What follows belongs to an exercise in optimizing a design on an open flow for small area; a production flow would make more cautious choices. Where RTL was checked, it was by simulation tests only, not by an equivalence proof against the original. Function not checked in runs 6 and 7: the RTL went through the layout flow alone. Power and IR drop assume default switching activity.

--- design/flow/config.mk ---
export PLATFORM = sky130hd
export DESIGN_NAME = muldiv_unit
export DESIGN_NICKNAME = muldiv_unit
export VERILOG_FILES = /design/flow/design.v
export SDC_FILE = /design/flow/constraint.sdc
export NUM_CORES = 4
export LEC_CHECK = 0
export CAP_MARGIN = 20
export CORE_MARGIN = 2
export CORE_UTILIZATION = 40
export SLEW_MARGIN = 20
export SYNTH_HIERARCHICAL = 1
--- design/flow/constraint.sdc ---
create_clock -name core_clock -period 6.0 [get_ports {clk}]
set_input_delay 1.2000 -clock core_clock [delete_from_list [all_inputs] [get_ports {clk}]]
set_output_delay 1.2000 -clock core_clock [all_outputs]
set_load 0.01 [all_outputs]
--- design/flow/design.v ---
module muldiv_unit #(
    parameter int XLEN  = 64,
    parameter int CNT_W = 7
) (
    input  logic            clk,
    input  logic            reset,
    input  logic            start,
    input  logic [2:0]      funct3,
    input  logic [XLEN-1:0] op_a,
    input  logic [XLEN-1:0] op_b,
    input  logic            kill,
    output logic            busy,
    output logic            done,
    output logic [XLEN-1:0] result
);
    localparam int W    = 5;
    localparam int N    = 13;
    localparam int L    = W * N;        
    localparam int DG_W = 4;
    logic             run;              
    logic [CNT_W-1:0] ps;               
    logic [DG_W-1:0]  dg;               
    logic             isdiv, hsel;      
    logic [L-1:0]     qc, bc, pc;       
    logic [L-1:0]     qs, bs;           
    logic             rs;               
    logic             cyn;              
    logic             pm, qm;           
    logic             mb;               
    logic             an, bn;           
    logic             q63;              
    localparam logic [L-1:0] POL = {
        {W{1'b0}}, {W{1'b1}}, {W{1'b0}}, {W{1'b1}}, {W{1'b0}}, {W{1'b1}}, {W{1'b0}},
        {W{1'b1}}, {W{1'b0}}, {W{1'b1}}, {W{1'b0}}, {W{1'b1}}, {W{1'b0}}};
    assign qc = qs ^ POL;
    assign bc = bs ^ POL;
    logic accept, dfirst, dlast;
    assign accept = !run && start && !kill;
    assign dfirst = (dg == '0);
    assign dlast  = (dg == DG_W'(N-1));
    logic in_asig, in_bsig;
    assign in_asig = funct3[2] ? !funct3[0] : (funct3[1] ^ funct3[0]);
    assign in_bsig = funct3[2] ? !funct3[0] : (funct3[1:0] == 2'b01);
    logic step, first, pre, post0, post1, last_step;
    assign step      = !ps[6];
    assign first     = (ps == '0);
    assign pre       = ps[6] && ps[5];
    assign post0     = ps[6] && !ps[5] && !ps[0];
    assign post1     = ps[6] && !ps[5] && ps[0];
    assign last_step = step && (&ps[5:0]);
    assign busy   = run;
    assign done   = run && ps[6] && !ps[5] && (isdiv ? ps[1] : ps[0]);
    assign result = pc[XLEN-1:0];
    logic [W-1:0] pe, be, qe;
    assign pe = pc[W-1:0];
    assign be = bc[W-1:0];
    assign qe = qc[W-1:0];
    logic mcur, nq;
    assign mcur = dfirst ? qe[0] : mb;
    assign nq   = (an ^ bn) & !q63;
    logic xd, xdg, xm, xp, gq, gb, yi, qss, qsd;
    always_comb begin
        if (isdiv) begin
            xd  = step;
            xm  = 1'b0;
            xp  = post0;
            gq  = pre || post1;
            gb  = step || (post0 && rs);
            if (pre)
                yi = an;                         
            else if (step)
                yi = (first || !rs) ^ bn;        
            else if (post0)
                yi = bn;                         
            else
                yi = hsel ? an : nq;             
            qss = pre || (post0 && hsel);        
            qsd = !qss;
        end else begin
            xd  = 1'b0;
            xm  = (step || hsel) && !first;      
            xp  = 1'b0;
            gq  = !step && !hsel;                
            gb  = step && mcur;
            yi  = an && last_step;               
            qss = 1'b0;
            qsd = 1'b0;
        end
    end
    assign xdg = xd && !first;                   
    logic lin, rin, qlin, q3m;
    assign lin  = dfirst ? qc[XLEN-1] : (pm && !first);      
    assign rin  = dlast ? (bn && pe[W-1]) : pc[W];           
    assign qlin = dfirst ? !rs : qm;                         
    assign q3m  = dlast ? pc[W] : qe[4];                     
    logic [W-1:0] xn, yn, sn, s, con, qinn;
    logic [W:0]   cn;
    logic [W-1:0] pl, pr, ql, qr, yao;
    assign pl = {pe[W-2:0], 1'b0};
    assign pr = {rin, pe[W-1:1]};
    assign ql = {qe[W-2:0], qlin};
    assign qr = {qc[W], q3m, qe[W-2:1]};
    assign cn[0] = dfirst ? !yi : cyn;
    for (genvar j = 0; j < W; j++) begin : g_bit
        logic xl;
        assign xl = (j == 0) ? lin : pl[j];
        md_aoi222 u_x (.a0(j == 0 ? xd : xdg), .b0(xl), .a1(xm), .b1(pr[j]),
                       .a2(xp), .b2(pe[j]), .y(xn[j]));
        md_aoi22  u_y (.a0(gq), .b0(qe[j]), .a1(gb), .b1(be[j]), .y(yao[j]));
        assign yn[j] = yao[j] ^ yi;
        md_fa     u_a (.a(xn[j]), .b(yn[j]), .c(cn[j]), .s(sn[j]), .co(cn[j+1]));
        assign s[j] = !sn[j];
        md_aoi222 u_q (.a0(qss), .b0(s[j]), .a1(qsd), .b1(ql[j]),
                       .a2(!isdiv), .b2(qr[j]), .y(qinn[j]));
    end
    logic idle;
    assign idle = !run;
    logic [L-1:0] bld, bsh, qs_nx, bs_nx;
    assign bld = {in_bsig && op_b[XLEN-1], op_b};
    assign bsh = {be, bc[L-1:W]};
    for (genvar i = 0; i < L; i++) begin : g_ld
        if (i >= XLEN) begin : g_q64
            assign qs_nx[i] = !qinn[i-(L-W)];
            assign bs_nx[i] = idle ? bld[i] : bsh[i];
        end else if (i >= L - W) begin : g_top
            md_ld_true u_q (.acc(idle), .d(op_a[i]), .qn(qinn[i-(L-W)]), .y(qs_nx[i]));
            assign bs_nx[i] = idle ? bld[i] : bsh[i];
        end else if (POL[i]) begin : g_inv
            md_ld_inv u_q (.acc(idle), .nacc(run), .d(op_a[i]), .q(qs[i+W]), .y(qs_nx[i]));
            md_ld_inv u_b (.acc(idle), .nacc(run), .d(bld[i]), .q(bs[i+W]), .y(bs_nx[i]));
        end else begin : g_true
            md_ld_true u_q (.acc(idle), .d(op_a[i]), .qn(qs[i+W]), .y(qs_nx[i]));
            md_ld_true u_b (.acc(idle), .d(bld[i]), .qn(bs[i+W]), .y(bs_nx[i]));
        end
    end
    always_ff @(posedge clk or negedge reset) begin
        if (!reset)
            run <= 1'b0;
        else if (accept)
            run <= 1'b1;
        else if (kill || done)
            run <= 1'b0;
    end
    always_ff @(posedge clk) begin
        qs <= qs_nx;
        bs <= bs_nx;
        pc <= {s, pc[L-1:W]};
        if (idle) begin
            isdiv <= funct3[2];
            hsel  <= funct3[2] ? funct3[1] : (funct3[1:0] != 2'b00);
            an    <= in_asig && op_a[XLEN-1];
            bn    <= in_bsig && op_b[XLEN-1];
            ps    <= {CNT_W{funct3[2]}};
            dg    <= '0;
        end else begin
            ps <= ps + CNT_W'(dlast);
            dg <= dlast ? '0 : dg + 1'b1;
        end
        cyn <= cn[W];
        pm  <= pe[W-1];
        qm  <= qe[W-1];
        if (dlast) rs <= s[W-1];
        if (dfirst) mb <= qe[0];
        if (post0 && dlast)
            q63 <= qe[W-3];                      
    end
endmodule
module md_aoi222 (
    input  logic a0, b0, a1, b1, a2, b2,
    output logic y
);
    assign y = !((a0 && b0) || (a1 && b1) || (a2 && b2));
endmodule
module md_aoi22 (
    input  logic a0, b0, a1, b1,
    output logic y
);
    assign y = !((a0 && b0) || (a1 && b1));
endmodule
module md_fa (
    input  logic a, b, c,
    output logic s, co
);
    assign {co, s} = {1'b0, a} + {1'b0, b} + {1'b0, c};
endmodule
module md_ld_inv (
    input  logic acc, nacc, d, q,
    output logic y
);
    assign y = !((acc && d) || (nacc && q));
endmodule
module md_ld_true (
    input  logic acc, d, qn,
    output logic y
);
    assign y = !(!(acc && d) && (acc || qn));
endmodule
--- design/flow/flow/run.sh ---
#!/bin/bash
set -e
export BUFFER_PORTS_ARGS="-buffer_cell sky130_fd_sc_hd__buf_1"
export PRE_FLOORPLAN_TCL="$PWD/flow/downsize.tcl"
export CTS_ARGS="-sink_clustering_enable -repair_clock_nets -sink_clustering_size 10 -sink_clustering_max_diameter 40 -buf_list sky130_fd_sc_hd__clkbuf_4 -dont_use_dummy_load"
bash standard.sh > standard.log 2>&1
--- design/flow/flow/downsize.tcl ---
# Area recovery before floorplanning: every combinational cell that synthesis
# mapped to a drive strength above 1 is swapped for the same function at drive
# strength 1. Later timing repair sizes cells back up where timing needs it.
set n_swapped 0
foreach inst [[ord::get_db_block] getInsts] {
  set master [[$inst getMaster] getName]
  if { ![regexp {^(sky130_fd_sc_hd__[a-z0-9]+)_([0-9]+)$} $master -> base drive] } { continue }
  if { $drive <= 1 } { continue }
  if { [regexp {__(df|edf|sdf|dl|tap|fill|decap|conb|clk)} $master] } { continue }
  set target ${base}_1
  if { [llength [get_lib_cells -quiet */$target]] == 0 } { continue }
  replace_cell [$inst getName] $target
  incr n_swapped
}
puts "downsize: swapped $n_swapped cells to drive strength 1"
--- design/flow/standard.sh ---
#!/bin/bash
# synth_recipe.tcl (not shown) runs the flow's synth.tcl, then flattens the netlist and writes it again
# the make line also repeats each setting of config.mk as NAME=value (left out here)
make -C /OpenROAD-flow-scripts/flow DESIGN_CONFIG=/design/flow/config.mk WORK_HOME=/design/flow/orfs CLKGATE_MAP_FILE= SYNTH_SCRIPT=/design/flow/synth_recipe.tcl "${@:-finish}"
==> results of run 1 <==
## registers in the layout, summed over array words and instances, names as in the netlist
signal and flops:
dg 4, an 1, qm 1, mb 1, ps 7, pc 65
isdiv 1, q63 1, pm 1, bn 1, cyn 1, rs 1
bs 65, run 1, hsel 1, qs 65
## where the power goes
group | leakage (nW) | total, mW | internal [mW] | switching, mW
combinational | 1.08 | 0.605 | 0.220 | 0.385
sequential | 1.84 | 2.00 | 1.81 | 0.193
clock | 0.143 | 0.665 | 0.236 | 0.429
## through the flow
step	std cells	worst slack [ns]	hold WS, ns
after floorplan	614	0.257	0.310
after global placement	967	1.62	0.334
after detailed placement	967	1.39	0.335
after CTS	998	1.42	0.262
after global routing	998	1.17	0.259
final	998	1.36	0.323
## area by class of cell
type                    instances  share of cell area, %
flip-flops and latches        217                   57.6
multi-input cells             310                   24.8
repair buffers                202                   10.0
inverters                      18                  0.947
clock buffers                  31                   3.04
well taps                     220                   3.59
## critical path: stages (launching register included)
cell	delay, ns
dfxtp_1	0.41
inv_1	0.07
ha_1	0.25
nand2_1	0.19
mux2_1	0.19
nor2_1	0.04
o21ai_0	0.45
a22oi_1	0.19
xor2_1	0.22
fa_1	0.45
fa_1	0.40
fa_1	0.41
fa_1	0.39
fa_1	0.50
inv_1	0.06
a222oi_1	0.32
inv_1	0.07
## per-layer routing
layer | wire [um] | vias up
met3 | 1400 | 33
met1 | 6160 | 2188
met5 | 0 | -
li1 | - | 2434
met2 | 6370 | 195
met4 | 446 | 0
## path summary, 6_finish.rpt
check / endpoint / slack, ns
worst max-delay path: qs[64]$_DFF_P_ / 1.36
worst min-delay path: run$_DFFE_PN0P_ / 0.32
worst max register to register: qs[64]$_DFF_P_ / 1.36
worst min register to register: pc[46]$_DFF_P_ / 0.33
max in group asynchronous: run$_DFFE_PN0P_ / 5.57
min in group core_clock: pc[46]$_DFF_P_ / 0.33
## layout by cell type (no fill, tap or decap), types with 8 or more instances in the layout
cell type / count
dfxtp_1: 210
clkbuf_4: 31
xor2_1: 8
buf_1: 200
a222oi_1: 10
a22oi_1: 65
inv_1: 17
nor2_1: 13
o21ai_1: 64
nand2_1: 84
==> qor.yml, run 1 <==
status:
  status: "complete, no violations"
routing:
  wl_um: 14400
  drc: 0
  drt_first_pass_iters: 5
  routedWlPerCell_um: 14.4
  first_iter_violations: 247
  viasPerCell: 4.86
  via_count: 4850
  ant_nets: 0
grt:
  grt_pass1_wl_um: 23300
  use_met2_pct: 25.4
  gr-total-overflow: 0
  grt-busiest-layer: "met2"
  grt_usage_pct: 16.1
  grtUsageMet1_pct: 20.0
  antenna_found_initial: 0
  met3_usage_pct: 6.13
  grt_max_degree: 124
  grt_pass1_vias: 4893
sta:
  hold_violations: 0
  fin_crit_sh_pct: 77.3
  max_slew_margin_pct: 42.5
  fin_setup_tns_ns: 0
  finalCriticalPeriod_ns: 4.64
  fmax_mhz: 216
  slew_violations: 0
  setup_violations: 0
  fin_skew_ns: 0.0900
  max_slew.worst_pin.slew_ns: 0.863
  rsz0062_at_grt: "no"
flow_run:
  cap_viol_max_count: 0
synth:
  syn-num-nets: 760
  yosysWarnings: 7
  synthCells: 614
power:
  powerDensity_nw_per_um2: 427
  vdd_drop_max_mv: 0.197
  p_leak_nw: 3.06
  total_power_mw: 3.27
min_path:
  holdCritPathClass: "in2async"
clock_network:
  h-tree-depth: 1
  worstSkewPairLatency_ns: 0.68
  root_buffer: "clkbuf_4"
  numClockSinks: 217
  cts_buffer_depth: 3
  post_cts_resized: 0
  cts_made_buffers: 31
  clk_pin_slew_worst_paths_ns: 0.09
  post_cts_buffers: 0
  cts_tree: "done"
  cts_hold_buf: 0
setup_path:
  reg2reg_depth: 16
  worstSetupEndpointType: "flip-flop"
  cp.arrival_ns: 5.19
  cp-startpoint: "dg[0]$_SDFF_PP0_"
  required_ns: 6.56
  rr_startpoint: "dg[0]$_SDFF_PP0_"
  critPathMaxFanout: 6
  start_kind: "flip-flop"
  critical_path_class: "reg2reg"
place:
  place_congestion: 0.887
  portBuffers: 200
  place_area_um2: 7430
  post-dp-hpwl_um: 10000
floorplan:
  die_w_um: 133
  fp.dieH_um: 133
  io_pins: 201
  dieArea_um2: 17600
  num_rows: 47
  core_um2: 16400
  initial_core_util_pct: 40.5
finish:
  stdcell_area_um2: 7660
  multi_input_area_um2: 1900
  n_antenna_cell: 0
  drive_above_1_share_pct: 4.50
  register_area_um2: 4410
  n_fill_cell: 1593
  nNetsFinal: 926
  fin_util_pct: 46.7
==> inputs of run 2 (changes only) <==
==> design/flow/flow/run.sh (replaced) <==
#!/bin/bash
set -e
export BUFFER_PORTS_ARGS="-buffer_cell sky130_fd_sc_hd__buf_1"
export PRE_FLOORPLAN_TCL="$PWD/flow/downsize.tcl"
export CTS_ARGS="-sink_clustering_enable -repair_clock_nets -sink_clustering_size 11 -sink_clustering_max_diameter 45 -buf_list sky130_fd_sc_hd__clkbuf_4 -dont_use_dummy_load"
bash standard.sh > standard.log 2>&1
--- a/design/flow/config.mk
+++ b/design/flow/config.mk
@@ -5,6 +5,7 @@
 export SDC_FILE = /design/flow/constraint.sdc
 export NUM_CORES = 4
 export LEC_CHECK = 0
+export ABC_CLOCK_PERIOD_IN_PS = 20000
 export CAP_MARGIN = 20
 export CORE_MARGIN = 2
 export CORE_UTILIZATION = 40
==> qor.yml, run 2 <==
status:
  status: "complete, no violations"
synth:
  synthCells: 614
  syn-num-nets: 760
  yosysWarnings: 7
place:
  place_congestion: 0.887
  place_area_um2: 7430
  portBuffers: 200
  post-dp-hpwl_um: 10000
routing:
  drc: 0
  drt_first_pass_iters: 6
  wl_um: 14400
  viasPerCell: 4.85
  via_count: 4815
  ant_nets: 0
  first_iter_violations: 280
  routedWlPerCell_um: 14.5
sta:
  fmax_mhz: 213
  hold_slack_ns: 0.313
  max_slew.worst_pin.slew_ns: 0.846
  slew_violations: 0
  setup_violations: 0
  max_slew_margin_pct: 43.6
  fin_crit_sh_pct: 78.1
  hold_violations: 0
  fin_skew_ns: 0.0608
  fin_setup_tns_ns: 0
  finalCriticalPeriod_ns: 4.69
  rsz0062_at_grt: "no"
setup_path:
  crit_buf_inv: 3
  cp_cell_sequence: "inv_1, ha_1, nand2_1, mux2_1, nor2_1, o21ai_0, a22oi_1, xor2_1, fa_1, fa_1, fa_1, fa_1, fa_1, inv_1, a222oi_1, inv_1"
  path_common_cell: "fa_1"
  critical-path-top-delay-family: "adder cells"
  worstSetupEndpointType: "flip-flop"
  critical_path_class: "reg2reg"
  required_ns: 6.51
  start_kind: "flip-flop"
  slowest_delay_ns: 0.50
  cpMaxStageDelayCell: "fa_1"
  cp.arrival_ns: 5.19
  critPathMaxFanout: 6
clock_network:
  cts_hold_buf: 0
  clk_pin_slew_worst_paths_ns: 0.10
  post_cts_buffers: 0
  h-tree-depth: 1
  post_cts_resized: 0
  worstSkewPairLatency_ns: 0.63
  numClockSinks: 217
  cts_made_buffers: 26
  cts_tree: "done"
  root_buffer: "clkbuf_4"
  cts_buffer_depth: 3
floorplan:
  initial_core_util_pct: 40.5
  die_w_um: 133
  core_um2: 16400
  dieArea_um2: 17600
  num_rows: 47
  io_pins: 201
  fp.dieH_um: 133
finish:
  layout_common_cells: "dfxtp_1 (210), buf_1 (200), nand2_1 (84), a22oi_1 (65), o21ai_1 (64)"
  nNetsFinal: 921
  mostFrequentLayoutCell: "dfxtp_1"
  n_fill_cell: 1595
  drive_above_1_share_pct: 3.88
  register_area_um2: 4410
  n_antenna_cell: 0
  stdcell_area_um2: 7630
  multi_input_area_um2: 1900
  biggestRegsByFlops: "bs: 65 flops, pc: 65 flops, qs: 65 flops"
power:
  total_power_mw: 3.23
  p_leak_nw: 3.04
  vdd_drop_max_mv: 0.199
  p_sw_share_pct: 30.9
  comb_power_share_pct: 18.8
  seqPwrFrac_pct: 62.1
  powerDensity_nw_per_um2: 423
  p_switching_uw: 998
  clkPwrFrac_pct: 19.1
  p_int_mw: 2.23
grt:
  gr-total-overflow: 0
  grt_pass1_wl_um: 23200
  grt_pass1_vias: 4844
  grt_max_degree: 124
  grt_usage_pct: 16.0
  antenna_found_initial: 0
flow_run:
  cap_viol_max_count: 0
min_path:
  holdCritPathClass: "reg2reg"
## run 2: power groups by stage
stage          clock network, mW  logic [mW]  registers [mW]
5_1_grt                    0.718       0.669            2.05
2_1_floorplan                  0       0.483            1.96
4_1_cts                    0.664       0.611            2.01
3_3_place_gp                   0       0.598            2.03
6_report                   0.617       0.607            2.00
3_5_place_dp                   0       0.610            2.04
## run 2: cell type report
| type | count | area share [%] |
|---|---|---|
| sequential | 217 | 57.8 |
| multi-input combinational | 310 | 25.0 |
| timing repair buffer | 202 | 10.1 |
| tap | 220 | 3.61 |
| clock buffer | 26 | 2.56 |
| inverter | 18 | 0.952 |
## run 2: per-layer routing
layer | track usage (%) | up-vias | part of all wire (%)
li1 | - | 2417 | -
met1 | 20.2 | 2162 | 43
met2 | 25.3 | 204 | 44
met3 | 5.94 | 32 | 9.6
met4 | 5.85 | 0 | 3.0
met5 | 0 | - | 0
## run 2: metrics by stage
step / util (%) / instances / worst slack, ns
floorplan: - / 614 / 0.257
global placement: 45.3 / 967 / 1.62
detailed placement: 45.3 / 967 / 1.39
CTS: 46.5 / 993 / 1.39
global route: 46.5 / 993 / 1.16
finish: 46.5 / 993 / 1.31
## run 2: worst paths after layout
| path | startpoint | end | slack (ns) | cells after the start |
|---|---|---|---|---|
| max reg2reg | dg[1]$_SDFF_PP0_ | qs[64]$_DFF_P_ | 1.31 | 16 |
| max | dg[1]$_SDFF_PP0_ | qs[64]$_DFF_P_ | 1.31 | 16 |
| min | pc[56]$_DFF_P_ | pc[51]$_DFF_P_ | 0.31 | 0 |
| min reg2reg | pc[56]$_DFF_P_ | pc[51]$_DFF_P_ | 0.31 | 0 |
| min in group asynchronous | reset | run$_DFFE_PN0P_ | 0.34 | 1 |
| max in group asynchronous | reset | run$_DFFE_PN0P_ | 5.55 | 1 |
## run 2: worst register-to-register path, stage by stage (launching register included)
cell	delay, ns
dfxtp_1	0.35
inv_1	0.08
ha_1	0.23
nand2_1	0.17
mux2_1	0.27
nor2_1	0.04
o21ai_0	0.47
a22oi_1	0.19
xor2_1	0.21
fa_1	0.45
fa_1	0.40
fa_1	0.41
fa_1	0.39
fa_1	0.50
inv_1	0.06
a222oi_1	0.32
inv_1	0.07
==> inputs of run 3 (changes only) <==
--- a/design/flow/config.mk
+++ b/design/flow/config.mk
@@ -5,7 +5,6 @@
 export SDC_FILE = /design/flow/constraint.sdc
 export NUM_CORES = 4
 export LEC_CHECK = 0
-export ABC_CLOCK_PERIOD_IN_PS = 20000
 export CAP_MARGIN = 20
 export CORE_MARGIN = 2
 export CORE_UTILIZATION = 40
==> qor.yml, run 3 <==
status:
  status: "complete, no violations"
synth:
  yosysWarnings: 7
  synthCells: 614
  syn-num-nets: 760
clock_network:
  clk_pin_slew_worst_paths_ns: 0.10
  post_cts_resized: 0
  root_buffer: "clkbuf_4"
  post_cts_buffers: 0
  cts_hold_buf: 0
  cts_tree: "done"
  cts_buffer_depth: 3
  worstSkewPairLatency_ns: 0.63
  h-tree-depth: 1
  numClockSinks: 217
  cts_made_buffers: 26
setup_path:
  r2r_end: "qs[64]$_DFF_P_"
  critPathMaxFanout: 6
  required_ns: 6.51
  rr_startpoint: "dg[1]$_SDFF_PP0_"
  worstSetupEndpointType: "flip-flop"
  reg2reg_depth: 16
  reg2reg_slack_ns: 1.31
  cp.arrival_ns: 5.19
  start_kind: "flip-flop"
  critical_path_class: "reg2reg"
min_path:
  min-delay-start: "pc[56]$_DFF_P_"
  holdPathEnd: "pc[51]$_DFF_P_"
  hold_depth: 0
  holdCritPathClass: "reg2reg"
finish:
  fin_util_pct: 46.5
  n_fill_cell: 1595
  biggestRegsByFlops: "bs: 65 flops, pc: 65 flops, qs: 65 flops"
  nNetsFinal: 921
  stdcell_area_um2: 7630
  layout_common_cells: "dfxtp_1 (210), buf_1 (200), nand2_1 (84), a22oi_1 (65), o21ai_1 (64)"
  register_area_um2: 4410
  drive_above_1_share_pct: 3.88
  mostFrequentLayoutCell: "dfxtp_1"
  n_antenna_cell: 0
  multi_input_area_um2: 1900
floorplan:
  dieArea_um2: 17600
  core_um2: 16400
  fp.dieH_um: 133
  num_rows: 47
  die_w_um: 133
  io_pins: 201
  initial_core_util_pct: 40.5
grt:
  grt_max_degree: 124
  grt_pass1_vias: 4844
  antenna_found_initial: 0
  gr-total-overflow: 0
  grt_usage_pct: 16.0
  grt_pass1_wl_um: 23200
routing:
  drc: 0
  routedWlPerCell_um: 14.5
  first_iter_violations: 280
  viasPerCell: 4.85
  ant_nets: 0
  drt_first_pass_iters: 6
  via_count: 4815
  wl_um: 14400
sta:
  hold_violations: 0
  fin_skew_ns: 0.0608
  max_slew.worst_pin.slew_ns: 0.846
  slew_violations: 0
  fin_crit_sh_pct: 78.1
  fin_setup_tns_ns: 0
  setup_violations: 0
  max_slew_margin_pct: 43.6
  fmax_mhz: 213
  finalCriticalPeriod_ns: 4.69
  rsz0062_at_grt: "no"
place:
  place_congestion: 0.887
  place_area_um2: 7430
  portBuffers: 200
  post-dp-hpwl_um: 10000
flow_run:
  cap_viol_max_count: 0
power:
  vdd_drop_max_mv: 0.199
  total_power_mw: 3.23
  p_leak_nw: 3.04
  powerDensity_nw_per_um2: 423
-- run 3: cell counts in the layout (fill, tap and decap cells not counted) --
No cell type changed its count.
-- run 3: how the worst max path moves through the flow --
stage / start / end
after floorplan: run$_DFFE_PN0P_ / done
after global placement: dg[0]$_SDFF_PP0_ / qs[64]$_DFF_P_
after detailed placement: dg[0]$_SDFF_PP0_ / qs[64]$_DFF_P_
after CTS: dg[1]$_SDFF_PP0_ / qs[64]$_DFF_P_
after global routing: dg[0]$_SDFF_PP0_ / qs[64]$_DFF_P_
final: dg[1]$_SDFF_PP0_ / qs[64]$_DFF_P_
-- run 3: critical path: stages, from the launching register on --
cell	delay, ns
dfxtp_1	0.35
inv_1	0.08
ha_1	0.23
nand2_1	0.17
mux2_1	0.27
nor2_1	0.04
o21ai_0	0.47
a22oi_1	0.19
xor2_1	0.21
fa_1	0.45
fa_1	0.40
fa_1	0.41
fa_1	0.39
fa_1	0.50
inv_1	0.06
a222oi_1	0.32
inv_1	0.07
-- run 3: cell type report --
cell class | instances | area share (%)
Inverter | 18 | 0.952
Clock buffer | 26 | 2.56
Timing Repair Buffer | 202 | 10.1
Tap cell | 220 | 3.61
Multi-Input combinational cell | 310 | 25.0
Sequential cell | 217 | 57.8
-- run 3: layer usage --
metal | GRT usage (%) | wire length [um] | vias to the layer above
met4 | 5.85 | 437 | 0
met5 | 0 | 0 | -
met3 | 5.94 | 1370 | 32
li1 | - | - | 2417
met1 | 20.2 | 6230 | 2162
met2 | 25.3 | 6310 | 204
-- run 3: through the flow --
step                instances  hold WS (ns)  worst slack [ns]
finish                    993         0.313              1.31
global route              993         0.278              1.16
CTS                       993         0.276              1.39
detailed placement        967         0.335              1.39
global placement          967         0.334              1.62
floorplan                 614         0.310             0.257
-- run 3: report_power, final --
| part | internal [mW] | switching [mW] |
|---|---|---|
| clock network | 0.199 | 0.418 |
| registers | 1.81 | 0.194 |
| logic | 0.220 | 0.386 |
| total | 2.23 | 0.998 |
==> inputs of run 4 (changes only) <==
--- a/design/flow/design.v
+++ b/design/flow/design.v
@@ -93,7 +93,7 @@
     assign rin  = dlast ? (bn && pe[W-1]) : pc[W];           
     assign qlin = dfirst ? !rs : qm;                         
     assign q3m  = dlast ? pc[W] : qe[4];                     
-    logic [W-1:0] xn, yn, sn, s, con, qinn;
+    logic [W-1:0] xn, yn, sn, s, qinn;
     logic [W:0]   cn;
     logic [W-1:0] pl, pr, ql, qr, yao;
     assign pl = {pe[W-2:0], 1'b0};
@@ -101,7 +101,8 @@
     assign ql = {qe[W-2:0], qlin};
     assign qr = {qc[W], q3m, qe[W-2:1]};
     assign cn[0] = dfirst ? !yi : cyn;
-    for (genvar j = 0; j < W; j++) begin : g_bit
+    genvar j;
+    for (j = 0; j < W; j++) begin : g_bit
         logic xl;
         assign xl = (j == 0) ? lin : pl[j];
         md_aoi222 u_x (.a0(j == 0 ? xd : xdg), .b0(xl), .a1(xm), .b1(pr[j]),
@@ -118,7 +119,8 @@
     logic [L-1:0] bld, bsh, qs_nx, bs_nx;
     assign bld = {in_bsig && op_b[XLEN-1], op_b};
     assign bsh = {be, bc[L-1:W]};
-    for (genvar i = 0; i < L; i++) begin : g_ld
+    genvar i;
+    for (i = 0; i < L; i++) begin : g_ld
         if (i >= XLEN) begin : g_q64
             assign qs_nx[i] = !qinn[i-(L-W)];
             assign bs_nx[i] = idle ? bld[i] : bsh[i];
==> qor.yml, run 4 <==
setup_path:
  path_common_cell: "fa_1"
  critical-path-top-delay-family: "adder cells"
  cp-startpoint: "dg[1]$_SDFF_PP0_"
  required_ns: 6.51
  start_kind: "flip-flop"
  reg2reg_slack_ns: 1.31
  rr_startpoint: "dg[1]$_SDFF_PP0_"
  critPathMaxFanout: 6
  crit_buf_inv: 3
  cp.arrival_ns: 5.19
  slowest_delay_ns: 0.50
  r2r_end: "qs[64]$_DFF_P_"
  worstSetupEndpointType: "flip-flop"
  cp_cell_sequence: "inv_1, ha_1, nand2_1, mux2_1, nor2_1, o21ai_0, a22oi_1, xor2_1, fa_1, fa_1, fa_1, fa_1, fa_1, inv_1, a222oi_1, inv_1"
  cpMaxStageDelayCell: "fa_1"
  critical_path_class: "reg2reg"
  reg2reg_depth: 16
finish:
  mostFrequentLayoutCell: "dfxtp_1"
  nNetsFinal: 921
  biggestRegsByFlops: "bs: 65 flops, pc: 65 flops, qs: 65 flops"
  layout_common_cells: "dfxtp_1 (210), buf_1 (200), nand2_1 (84), a22oi_1 (65), o21ai_1 (64)"
  stdcell_area_um2: 7630
  drive_above_1_share_pct: 3.88
  n_antenna_cell: 0
clock_network:
  cts_tree: "done"
  cts_hold_buf: 0
  clk_pin_slew_worst_paths_ns: 0.10
  root_buffer: "clkbuf_4"
  h-tree-depth: 1
  worstSkewPairLatency_ns: 0.63
  cts_buffer_depth: 3
  numClockSinks: 217
  post_cts_resized: 0
  post_cts_buffers: 0
  cts_made_buffers: 26
grt:
  gr-total-overflow: 0
  grtUsageMet1_pct: 20.2
  grt_pass1_wl_um: 23200
  grt_usage_pct: 16.0
  antenna_found_initial: 0
  grt-busiest-layer: "met2"
  met3_usage_pct: 5.94
  grt_max_degree: 124
  use_met2_pct: 25.3
  grt_pass1_vias: 4844
sta:
  finalCriticalPeriod_ns: 4.69
  max_slew_margin_pct: 43.6
  fin_skew_ns: 0.0608
  rsz0062_at_grt: "no"
  fmax_mhz: 213
  setup_violations: 0
  fin_setup_tns_ns: 0
  hold_violations: 0
  fin_crit_sh_pct: 78.1
  max_slew.worst_pin.slew_ns: 0.846
  slew_violations: 0
routing:
  first_iter_violations: 280
  wl_um: 14400
  via_count: 4815
  viasPerCell: 4.85
  drc: 0
  ant_nets: 0
  drt_first_pass_iters: 6
  routedWlPerCell_um: 14.5
flow_run:
  cap_viol_max_count: 0
place:
  post-dp-hpwl_um: 10000
  place_area_um2: 7430
  place_congestion: 0.887
  portBuffers: 200
floorplan:
  die_w_um: 133
  fp.dieH_um: 133
  io_pins: 201
  num_rows: 47
  core_um2: 16400
  dieArea_um2: 17600
  initial_core_util_pct: 40.5
power:
  seqPwrFrac_pct: 62.1
  vdd_drop_max_mv: 0.199
  clkPwrFrac_pct: 19.1
  p_int_mw: 2.23
  p_leak_nw: 3.04
  p_sw_share_pct: 30.9
  p_switching_uw: 998
  comb_power_share_pct: 18.8
  powerDensity_nw_per_um2: 423
min_path:
  holdPathEnd: "pc[51]$_DFF_P_"
  min-delay-start: "pc[56]$_DFF_P_"
  hold_depth: 0
  holdCritPathClass: "reg2reg"
status:
  status: "complete, no violations"
synth:
  synthCells: 614
  yosysWarnings: 7
  syn-num-nets: 760
## run 4: per-stage QoR
step	setup slack (ns)	util [%]	cells	total power, mW	hold WS, ns
6_report	1.31	46.5	993	3.23	0.313
5_1_grt	1.16	46.5	993	3.43	0.278
3_5_place_dp	1.39	45.3	967	2.65	0.335
3_3_place_gp	1.62	45.3	967	2.62	0.334
2_1_floorplan	0.257	-	614	2.44	0.310
4_1_cts	1.39	46.5	993	3.29	0.276
## run 4: worst max path at each step
stage / endpoint / slack (ns) / cells after the start
after global placement: qs[64]$_DFF_P_ / 1.62 / 16
after floorplan: done / 0.26 / 3
final: qs[64]$_DFF_P_ / 1.31 / 16
after detailed placement: qs[64]$_DFF_P_ / 1.39 / 16
after global routing: qs[64]$_DFF_P_ / 1.16 / 16
after CTS: qs[64]$_DFF_P_ / 1.39 / 16
## run 4: routing by layer
layer  part of all wire [%]  wire (um)  up-vias
met5                      0          0        -
met3                    9.6       1370       32
met1                     43       6230     2162
li1                       -          -     2417
met2                     44       6310      204
met4                    3.0        437        0
## run 4: power by group through the flow
stage | combinational (mW) | sequential [mW] | clock [mW]
2_1_floorplan | 0.483 | 1.96 | 0
3_3_place_gp | 0.598 | 2.03 | 0
3_5_place_dp | 0.610 | 2.04 | 0
4_1_cts | 0.611 | 2.01 | 0.664
5_1_grt | 0.669 | 2.05 | 0.718
6_report | 0.607 | 2.00 | 0.617
## run 4: layout make-up
class / count / area (um2)
repair buffers: 202 / 769
fillers: 1595 / 8780
flip-flops and latches: 217 / 4410
multi-input cells: 310 / 1900
well taps: 220 / 275
inverters: 18 / 72.6
clock buffers: 26 / 195
==> inputs of run 5 (changes only) <==
--- a/design/flow/config.mk
+++ b/design/flow/config.mk
@@ -5,8 +5,8 @@
 export SDC_FILE = /design/flow/constraint.sdc
 export NUM_CORES = 4
 export LEC_CHECK = 0
-export CAP_MARGIN = 20
+export CAP_MARGIN = 0
 export CORE_MARGIN = 2
 export CORE_UTILIZATION = 40
-export SLEW_MARGIN = 20
+export SLEW_MARGIN = 0
 export SYNTH_HIERARCHICAL = 1
==> qor.yml, run 5 <==
status:
  status: "complete, no violations"
clock_network:
  cts_made_buffers: 26
  cts_tree: "done"
  numClockSinks: 217
  cts_buffer_depth: 3
  cts_hold_buf: 0
  post_cts_buffers: 0
  worstSkewPairLatency_ns: 0.63
  post_cts_resized: 0
  clk_pin_slew_worst_paths_ns: 0.10
  h-tree-depth: 1
  root_buffer: "clkbuf_4"
setup_path:
  slowest_delay_ns: 0.50
  critical-path-top-delay-family: "adder cells"
  start_kind: "flip-flop"
  cp-startpoint: "dg[1]$_SDFF_PP0_"
  crit_buf_inv: 3
  worstSetupEndpointType: "flip-flop"
  reg2reg_depth: 16
  cp_cell_sequence: "inv_1, ha_1, nand2_1, mux2_1, nor2_1, o21ai_0, a22oi_1, xor2_1, fa_1, fa_1, fa_1, fa_1, fa_1, inv_1, a222oi_1, inv_1"
  r2r_end: "qs[64]$_DFF_P_"
  cpMaxStageDelayCell: "fa_1"
  reg2reg_slack_ns: 1.34
  rr_startpoint: "dg[1]$_SDFF_PP0_"
  path_depth: 16
  critical_path_class: "reg2reg"
  critPathMaxFanout: 6
  required_ns: 6.51
  cp.arrival_ns: 5.17
  path_common_cell: "fa_1"
  endpoint: "qs[64]$_DFF_P_"
routing:
  wl_um: 14300
  drt_first_pass_iters: 5
  via_count: 4816
  first_iter_violations: 280
  routedWlPerCell_um: 14.4
  viasPerCell: 4.85
  ant_nets: 0
  drc: 0
synth:
  syn-num-nets: 760
  synthCells: 614
  yosysWarnings: 7
finish:
  nNetsFinal: 921
  n_antenna_cell: 0
  multi_input_area_um2: 1900
  layout_common_cells: "dfxtp_1 (210), buf_1 (200), nand2_1 (84), a22oi_1 (65), o21ai_1 (64)"
  biggestRegsByFlops: "bs: 65 flops, pc: 65 flops, qs: 65 flops"
  n_fill_cell: 1596
  layout.cells.non_filler: 993
  register_area_um2: 4410
  mostFrequentLayoutCell: "dfxtp_1"
  stdcell_area_um2: 7620
  drive_above_1_share_pct: 3.88
sta:
  setup_violations: 0
  fmax_mhz: 215
  hold_violations: 0
  fin_setup_tns_ns: 0
  finalCriticalPeriod_ns: 4.66
  rsz0062_at_grt: "no"
  max_slew.worst_pin.slew_ns: 1.16
  slew_violations: 0
  fin_skew_ns: 0.0609
  max_slew_margin_pct: 22.3
  fin_crit_sh_pct: 77.7
floorplan:
  io_pins: 201
  num_rows: 47
  initial_core_util_pct: 40.5
  dieArea_um2: 17600
  core_um2: 16400
  fp.dieH_um: 133
  die_w_um: 133
grt:
  grt_usage_pct: 16.0
  gr-total-overflow: 0
  antenna_found_initial: 0
  grt_max_degree: 124
  grt_pass1_wl_um: 23200
  grt_pass1_vias: 4844
power:
  vdd_drop_max_mv: 0.199
  p_leak_nw: 3.04
  powerDensity_nw_per_um2: 423
place:
  portBuffers: 200
  place_congestion: 0.887
  place_area_um2: 7430
  post-dp-hpwl_um: 10000
  post-place-cells: 967
min_path:
  holdCritPathClass: "reg2reg"
flow_run:
  cap_viol_max_count: 0
-- run 5: worst min path at each step --
stage / depth (start not counted) / start / endpoint / slack, ns
after floorplan: 0 / pc[64]$_DFF_P_ / pc[59]$_DFF_P_ / 0.31
after global placement: 0 / pc[57]$_DFF_P_ / pc[52]$_DFF_P_ / 0.33
after detailed placement: 0 / pc[16]$_DFF_P_ / pc[11]$_DFF_P_ / 0.33
after CTS: 1 / reset / run$_DFFE_PN0P_ / 0.28
after global routing: 1 / reset / run$_DFFE_PN0P_ / 0.28
final: 0 / pc[56]$_DFF_P_ / pc[51]$_DFF_P_ / 0.31
-- run 5: cell type report --
type / instances / area share (%)
clock buffers: 26 / 2.56
inverters: 18 / 0.952
multi-input cells: 310 / 25.0
flip-flops and latches: 217 / 57.9
well taps: 220 / 3.61
repair buffers: 202 / 10.0
-- run 5: metrics by stage --
stage          utilization (%)  hold WS, ns  total power, mW  setup slack, ns
3_5_place_dp              45.3        0.335             2.65             1.39
4_1_cts                   46.5        0.276             3.29             1.39
3_3_place_gp              45.3        0.334             2.62             1.62
2_1_floorplan                -        0.310             2.44            0.257
6_report                  46.5        0.313             3.23             1.34
5_1_grt                   46.5        0.278             3.43             1.16
-- run 5: power by group --
group | internal (mW) | leakage (nW) | switching (mW)
sequential | 1.81 | 1.84 | 0.193
clock | 0.199 | 0.120 | 0.417
combinational | 0.220 | 1.08 | 0.386
-- run 5: routing by layer --
layer  wire length, um  track usage (%)
met1              6220             20.2
met2              6310             25.3
met3              1370             5.94
met4               445             5.85
met5                 0                0
==> inputs of run 6 (changes only) <==
--- a/design/flow/design.v
+++ b/design/flow/design.v
@@ -37,7 +37,7 @@
     logic accept, dfirst, dlast;
     assign accept = !run && start && !kill;
     assign dfirst = (dg == '0);
-    assign dlast  = (dg == DG_W'(N-1));
+    assign dlast  = dg[3] && dg[2];              
     logic in_asig, in_bsig;
     assign in_asig = funct3[2] ? !funct3[0] : (funct3[1] ^ funct3[0]);
     assign in_bsig = funct3[2] ? !funct3[0] : (funct3[1:0] == 2'b01);
@@ -45,11 +45,11 @@
     assign step      = !ps[6];
     assign first     = (ps == '0);
     assign pre       = ps[6] && ps[5];
-    assign post0     = ps[6] && !ps[5] && !ps[0];
-    assign post1     = ps[6] && !ps[5] && ps[0];
-    assign last_step = step && (&ps[5:0]);
+    assign post0     = ps[6] && !ps[1] && !ps[0];            
+    assign post1     = ps[6] && !ps[1] && ps[0];             
+    assign last_step = step && (&ps[5:0]);                   
     assign busy   = run;
-    assign done   = run && ps[6] && !ps[5] && (isdiv ? ps[1] : ps[0]);
+    assign done   = run && ps[6] && (isdiv ? (ps[1] && !ps[0]) : ps[0]);
     assign result = pc[XLEN-1:0];
     logic [W-1:0] pe, be, qe;
     assign pe = pc[W-1:0];
@@ -93,7 +93,7 @@
     assign rin  = dlast ? (bn && pe[W-1]) : pc[W];           
     assign qlin = dfirst ? !rs : qm;                         
     assign q3m  = dlast ? pc[W] : qe[4];                     
-    logic [W-1:0] xn, yn, sn, s, qinn;
+    logic [W-1:0] xn, yn, sn, s, con, qinn;
     logic [W:0]   cn;
     logic [W-1:0] pl, pr, ql, qr, yao;
     assign pl = {pe[W-2:0], 1'b0};
@@ -101,8 +101,7 @@
     assign ql = {qe[W-2:0], qlin};
     assign qr = {qc[W], q3m, qe[W-2:1]};
     assign cn[0] = dfirst ? !yi : cyn;
-    genvar j;
-    for (j = 0; j < W; j++) begin : g_bit
+    for (genvar j = 0; j < W; j++) begin : g_bit
         logic xl;
         assign xl = (j == 0) ? lin : pl[j];
         md_aoi222 u_x (.a0(j == 0 ? xd : xdg), .b0(xl), .a1(xm), .b1(pr[j]),
@@ -119,8 +118,7 @@
     logic [L-1:0] bld, bsh, qs_nx, bs_nx;
     assign bld = {in_bsig && op_b[XLEN-1], op_b};
     assign bsh = {be, bc[L-1:W]};
-    genvar i;
-    for (i = 0; i < L; i++) begin : g_ld
+    for (genvar i = 0; i < L; i++) begin : g_ld
         if (i >= XLEN) begin : g_q64
             assign qs_nx[i] = !qinn[i-(L-W)];
             assign bs_nx[i] = idle ? bld[i] : bsh[i];
--- a/design/flow/config.mk
+++ b/design/flow/config.mk
@@ -5,8 +5,9 @@
 export SDC_FILE = /design/flow/constraint.sdc
 export NUM_CORES = 4
 export LEC_CHECK = 0
-export CAP_MARGIN = 0
+export ABC_CLOCK_PERIOD_IN_PS = 20000
+export CAP_MARGIN = 20
 export CORE_MARGIN = 2
 export CORE_UTILIZATION = 40
-export SLEW_MARGIN = 0
+export SLEW_MARGIN = 20
 export SYNTH_HIERARCHICAL = 1
==> qor.yml, run 6 <==
synth:
  yosysWarnings: 7
  synthCells: 619
  syn-num-nets: 765
clock_network:
  cts_buffer_depth: 3
  post_cts_buffers: 0
  cts_hold_buf: 0
  numClockSinks: 217
  root_buffer: "clkbuf_4"
  post_cts_resized: 0
  h-tree-depth: 1
  cts_tree: "done"
  clk_pin_slew_worst_paths_ns: 0.10
  worstSkewPairLatency_ns: 0.63
  cts_made_buffers: 27
power:
  p_int_mw: 2.25
  p_sw_share_pct: 31.1
  comb_power_share_pct: 18.7
  vdd_drop_max_mv: 0.192
  p_leak_nw: 3.05
  powerDensity_nw_per_um2: 425
  p_switching_mw: 1.02
  seqPwrFrac_pct: 61.8
  clkPwrFrac_pct: 19.5
  total_power_mw: 3.26
setup_path:
  r2r_end: "qs[64]$_DFF_P_"
  critical_path_class: "reg2reg"
  worstSetupEndpointType: "flip-flop"
  rr_startpoint: "dg[1]$_SDFF_PP0_"
  critPathMaxFanout: 5
  reg2reg_depth: 16
  reg2reg_slack_ns: 1.34
  start_kind: "flip-flop"
  cp.arrival_ns: 5.18
  required_ns: 6.52
finish:
  n_antenna_cell: 0
  n_fill_cell: 1586
  mostFrequentLayoutCell: "dfxtp_1"
  biggestRegsByFlops: "bs: 65 flops, pc: 65 flops, qs: 65 flops"
  register_area_um2: 4410
  layout_common_cells: "dfxtp_1 (210), buf_1 (200), nand2_1 (81), a22oi_1 (65), o21ai_1 (64)"
  nNetsFinal: 924
  drive_above_1_share_pct: 4.12
  layout.cells.non_filler: 996
  multi_input_area_um2: 1950
sta:
  slew_violations: 0
  max_slew.worst_pin.slew_ns: 0.958
  fin_setup_tns_ns: 0
  setup_violations: 0
  hold_violations: 0
  fin_skew_ns: 0.0649
  max_slew_margin_pct: 36.2
  finalCriticalPeriod_ns: 4.66
  fmax_mhz: 215
  fin_crit_sh_pct: 77.6
  rsz0062_at_grt: "no"
place:
  post-dp-hpwl_um: 10300
  portBuffers: 200
  place_congestion: 0.881
  post-place-cells: 969
floorplan:
  die_w_um: 133
  fp.dieH_um: 133
  dieArea_um2: 17800
  num_rows: 47
  initial_core_util_pct: 40.7
  io_pins: 201
  core_um2: 16500
routing:
  routedWlPerCell_um: 14.8
  first_iter_violations: 276
  ant_nets: 0
  drt_first_pass_iters: 5
  via_count: 4837
  drc: 0
  wl_um: 14700
  viasPerCell: 4.86
grt:
  grt_pass1_wl_um: 23600
  antenna_found_initial: 0
  grt_max_degree: 105
  gr-total-overflow: 0
  grt_usage_pct: 16.2
  grt_pass1_vias: 4800
min_path:
  hold_depth: 0
  holdCritPathClass: "reg2reg"
  holdPathEnd: "pc[47]$_DFF_P_"
  min-delay-start: "pc[52]$_DFF_P_"
status:
  status: "complete, no violations"
flow_run:
  cap_viol_max_count: 0
-- run 6: changes by cell type in the layout (fill, tap and decap cells not counted), sizes merged, moves of 3 or more --
| cell | previous run | this run |
|---|---|---|
| nor4 | 4 | 1 |
| a21oi | 7 | 12 |
| nand2 | 84 | 81 |
| nor2 | 13 | 8 |
| xor2 | 8 | 4 |
-- run 6: stage by stage --
stage | hold WS [ns] | setup slack [ns] | util [%] | area [um2]
CTS | 0.270 | 1.38 | 46.7 | 7680
floorplan | 0.310 | 1.17 | - | 6700
detailed placement | 0.335 | 1.36 | 45.4 | 7480
finish | 0.308 | 1.34 | 46.7 | 7680
global route | 0.283 | 0.971 | 46.7 | 7680
global placement | 0.335 | 1.48 | 45.4 | 7480
-- run 6: how the worst max path moves through the flow --
| stage | from | end | slack [ns] | cells past startpoint |
|---|---|---|---|---|
| final | dg[1]$_SDFF_PP0_ | qs[64]$_DFF_P_ | 1.34 | 16 |
| after global routing | dg[1]$_SDFF_PP0_ | qs[64]$_DFF_P_ | 0.97 | 16 |
| after CTS | dg[1]$_SDFF_PP0_ | qs[64]$_DFF_P_ | 1.38 | 16 |
| after global placement | dg[0]$_SDFF_PP0_ | qs[64]$_DFF_P_ | 1.48 | 16 |
| after detailed placement | dg[0]$_SDFF_PP0_ | qs[64]$_DFF_P_ | 1.36 | 16 |
| after floorplan | ps[5]$_DFF_P_ | qs[64]$_DFF_P_ | 1.17 | 13 |
-- run 6: critical path, stage by stage (launching register included) --
cell and delay [ns]:
dfxtp_1 0.35, inv_1 0.06, ha_1 0.15, nor3b_1 0.41, mux2_1 0.38, nor2_1 0.08, o21ai_0 0.18, a22oi_1 0.27
xnor2_1 0.13, fa_1 0.41, fa_1 0.39, fa_1 0.39, fa_1 0.39, fa_1 0.50, inv_1 0.06, a222oi_1 0.34
inv_1 0.07
-- run 6: layout make-up --
cell class | instances | share of cell area, %
clock buffers | 27 | 2.64
inverters | 17 | 0.896
multi-input cells | 312 | 25.4
flip-flops and latches | 217 | 57.4
well taps | 220 | 3.58
repair buffers | 203 | 10.1
-- run 6: power by group through the flow --
stage	clock network [mW]	logic, mW	registers (mW)
after floorplan	0	0.499	1.96
after global placement	0	0.612	2.03
after detailed placement	0	0.613	2.05
after CTS	0.669	0.613	2.02
after global routing	0.736	0.677	2.06
final	0.635	0.610	2.02
-- run 6: metal layers --
layer | part of all wire (%) | GRT usage, % | vias to the layer above
met3 | 9.2 | 6.05 | 31
met2 | 43 | 24.9 | 206
met4 | 2.4 | 5.32 | 0
li1 | - | - | 2425
met5 | 0 | 0 | -
met1 | 45 | 21.2 | 2175
==> inputs of run 7 (changes only) <==
==> design/flow/flow/run.sh (replaced) <==
#!/bin/bash
set -e
export BUFFER_PORTS_ARGS="-buffer_cell sky130_fd_sc_hd__buf_1"
export PRE_FLOORPLAN_TCL="$PWD/flow/downsize.tcl"
export CTS_ARGS="-sink_clustering_enable -repair_clock_nets -sink_clustering_size 10 -sink_clustering_max_diameter 40 -buf_list sky130_fd_sc_hd__clkbuf_4 -dont_use_dummy_load"
bash standard.sh > standard.log 2>&1
--- a/design/flow/config.mk
+++ b/design/flow/config.mk
@@ -5,7 +5,6 @@
 export SDC_FILE = /design/flow/constraint.sdc
 export NUM_CORES = 4
 export LEC_CHECK = 0
-export ABC_CLOCK_PERIOD_IN_PS = 20000
 export CAP_MARGIN = 20
 export CORE_MARGIN = 2
 export CORE_UTILIZATION = 40
==> qor.yml, run 7 <==
routing:
  viasPerCell: 4.85
  ant_nets: 0
  drc: 0
  routedWlPerCell_um: 14.8
  drt_first_pass_iters: 7
  wl_um: 14800
  first_iter_violations: 258
  via_count: 4848
clock_network:
  worstSkewPairLatency_ns: 0.65
  post_cts_resized: 0
  numClockSinks: 217
  cts_buffer_depth: 3
  clk_pin_slew_worst_paths_ns: 0.09
  post_cts_buffers: 0
  root_buffer: "clkbuf_4"
  cts_hold_buf: 0
  cts_tree: "done"
  h-tree-depth: 1
  cts_made_buffers: 30
grt:
  grt_pass1_wl_um: 23700
  grt_pass1_vias: 4858
  grt_usage_pct: 16.3
  grt_max_degree: 105
  antenna_found_initial: 0
  gr-total-overflow: 0
sta:
  slew_violations: 0
  hold_violations: 0
  fin_crit_sh_pct: 77.8
  fin_setup_tns_ns: 0
  setup_violations: 0
  fin_skew_ns: 0.0628
  fmax_mhz: 214
  rsz0062_at_grt: "no"
  finalCriticalPeriod_ns: 4.67
  max_slew_margin_pct: 35.5
  max_slew.worst_pin.slew_ns: 0.968
  hold_slack_ns: 0.305
place:
  place_area_um2: 7480
  post-dp-hpwl_um: 10300
  portBuffers: 200
  place_congestion: 0.881
setup_path:
  cp_cell_sequence: "inv_1, ha_1, nor3b_1, mux2_1, nor2_1, o21ai_0, a22oi_1, xnor2_1, fa_1, fa_1, fa_1, fa_1, fa_1, inv_1, a222oi_1, inv_1"
  rr_startpoint: "dg[0]$_SDFF_PP0_"
  critical_path_class: "reg2reg"
  worstSetupEndpointType: "flip-flop"
  start_kind: "flip-flop"
  slowest_delay_ns: 0.49
  required_ns: 6.52
  reg2reg_slack_ns: 1.33
  path_common_cell: "fa_1"
  cp.arrival_ns: 5.19
  reg2reg_depth: 16
  cpMaxStageDelayCell: "fa_1"
  r2r_end: "qs[64]$_DFF_P_"
  critPathMaxFanout: 5
finish:
  fin_util_pct: 46.8
  nNetsFinal: 927
  register_area_um2: 4410
  n_fill_cell: 1580
  multi_input_area_um2: 1950
  drive_above_1_share_pct: 4.49
  stdcell_area_um2: 7700
  layout_common_cells: "dfxtp_1 (210), buf_1 (200), nand2_1 (81), a22oi_1 (65), o21ai_1 (64)"
  biggestRegsByFlops: "bs: 65 flops, pc: 65 flops, qs: 65 flops"
  mostFrequentLayoutCell: "dfxtp_1"
  n_antenna_cell: 0
power:
  powerDensity_nw_per_um2: 427
  total_power_mw: 3.29
  p_leak_nw: 3.06
  vdd_drop_max_mv: 0.207
status:
  status: "complete, no violations"
floorplan:
  die_w_um: 133
  dieArea_um2: 17800
  num_rows: 47
  initial_core_util_pct: 40.7
  io_pins: 201
  core_um2: 16500
  fp.dieH_um: 133
min_path:
  holdPathEnd: "pc[10]$_DFF_P_"
  holdCritPathClass: "reg2reg"
  hold_depth: 0
  min-delay-start: "pc[15]$_DFF_P_"
synth:
  synthCells: 619
  yosysWarnings: 7
  syn-num-nets: 765
flow_run:
  cap_viol_max_count: 0
-- run 7: changes by cell type in the layout (fill, tap and decap cells not counted) --
cell      before  now
clkbuf_4      27   30
-- run 7: how the worst max path moves through the flow --
stage                     slack, ns             start  cells after the start        endpoint
after global routing           0.97  dg[0]$_SDFF_PP0_                     16  qs[64]$_DFF_P_
after floorplan                1.17     ps[5]$_DFF_P_                     13  qs[64]$_DFF_P_
after global placement         1.48  dg[0]$_SDFF_PP0_                     16  qs[64]$_DFF_P_
after CTS                      1.37  dg[0]$_SDFF_PP0_                     16  qs[64]$_DFF_P_
final                          1.33  dg[0]$_SDFF_PP0_                     16  qs[64]$_DFF_P_
after detailed placement       1.36  dg[0]$_SDFF_PP0_                     16  qs[64]$_DFF_P_
-- run 7: metrics by stage --
step / worst slack [ns] / instances
6_report: 1.33 / 999
5_1_grt: 0.975 / 999
4_1_cts: 1.37 / 999
3_5_place_dp: 1.36 / 969
3_3_place_gp: 1.48 / 969
2_1_floorplan: 1.17 / 619
-- run 7: cell type report --
type                       count  area share [%]
sequential                   217            57.2
multi-input combinational    312            25.3
tap                          220            3.57
inverter                      17           0.893
clock buffer                  30            2.92
timing repair buffer         203            10.0
-- run 7: routing by layer --
metal | routed length [um] | up-vias | global-route usage, %
met5 | 0 | - | 0
met3 | 1310 | 38 | 5.94
met2 | 6430 | 193 | 25.2
li1 | - | 2439 | -
met4 | 478 | 0 | 6.03
met1 | 6530 | 2178 | 20.9
-- run 7: power by group --
group	internal [mW]	switching, mW	leakage, nW
Clock	0.228	0.436	0.138
Combinational	0.227	0.381	1.09
Sequential	1.81	0.204	1.84
-- run 7: worst max-delay path: cells and delay by family, from the launching register on --
family          cells  cell delay, ns
fa+ha+maj           6            2.23
compound gates      3            0.79
simple gates        2            0.49
mux                 1            0.38
flops               1            0.34
buf+inv             3            0.20
xor+xnor            1            0.13

## afterwards: timing with drivers on the ports
The results above use ideal ports. As a check the final layouts listed here were re-extracted and re-timed, cells and wires unchanged. Step 1 (the two cells are an assumption about what drives the block):
set clk [get_ports {clk}]
set_driving_cell -lib_cell sky130_fd_sc_hd__clkbuf_16 $clk
set_driving_cell -lib_cell sky130_fd_sc_hd__buf_2 [delete_from_list [all_inputs] $clk]
Step 2 also shifts input and output timing later by t, the mid clock arrival at the registers, as if the neighbouring blocks saw the same clock. a / b / c = no drivers / after step 1 / after step 2; a / b = the first two.
run | t, ns | slack for setup (ns) | worst setup path at the end
run 1 | 0.665 | 1.365 / 1.365 / 1.365 | register to register
run 2 | 0.631 | 1.314 / 1.314 / 1.314 | register to register
run 3 | 0.631 | 1.314 / 1.314 / 1.314 | register to register
run 4 | 0.631 | 1.314 / 1.314 / 1.314 | register to register
run 5 | 0.631 | 1.341 / 1.341 / 1.341 | register to register
run 6 | 0.634 | 1.343 / 1.343 / 1.343 | register to register
run 7 | 0.656 | 1.334 / 1.334 / 1.334 | register to register
After both steps every run listed still meets setup and hold.
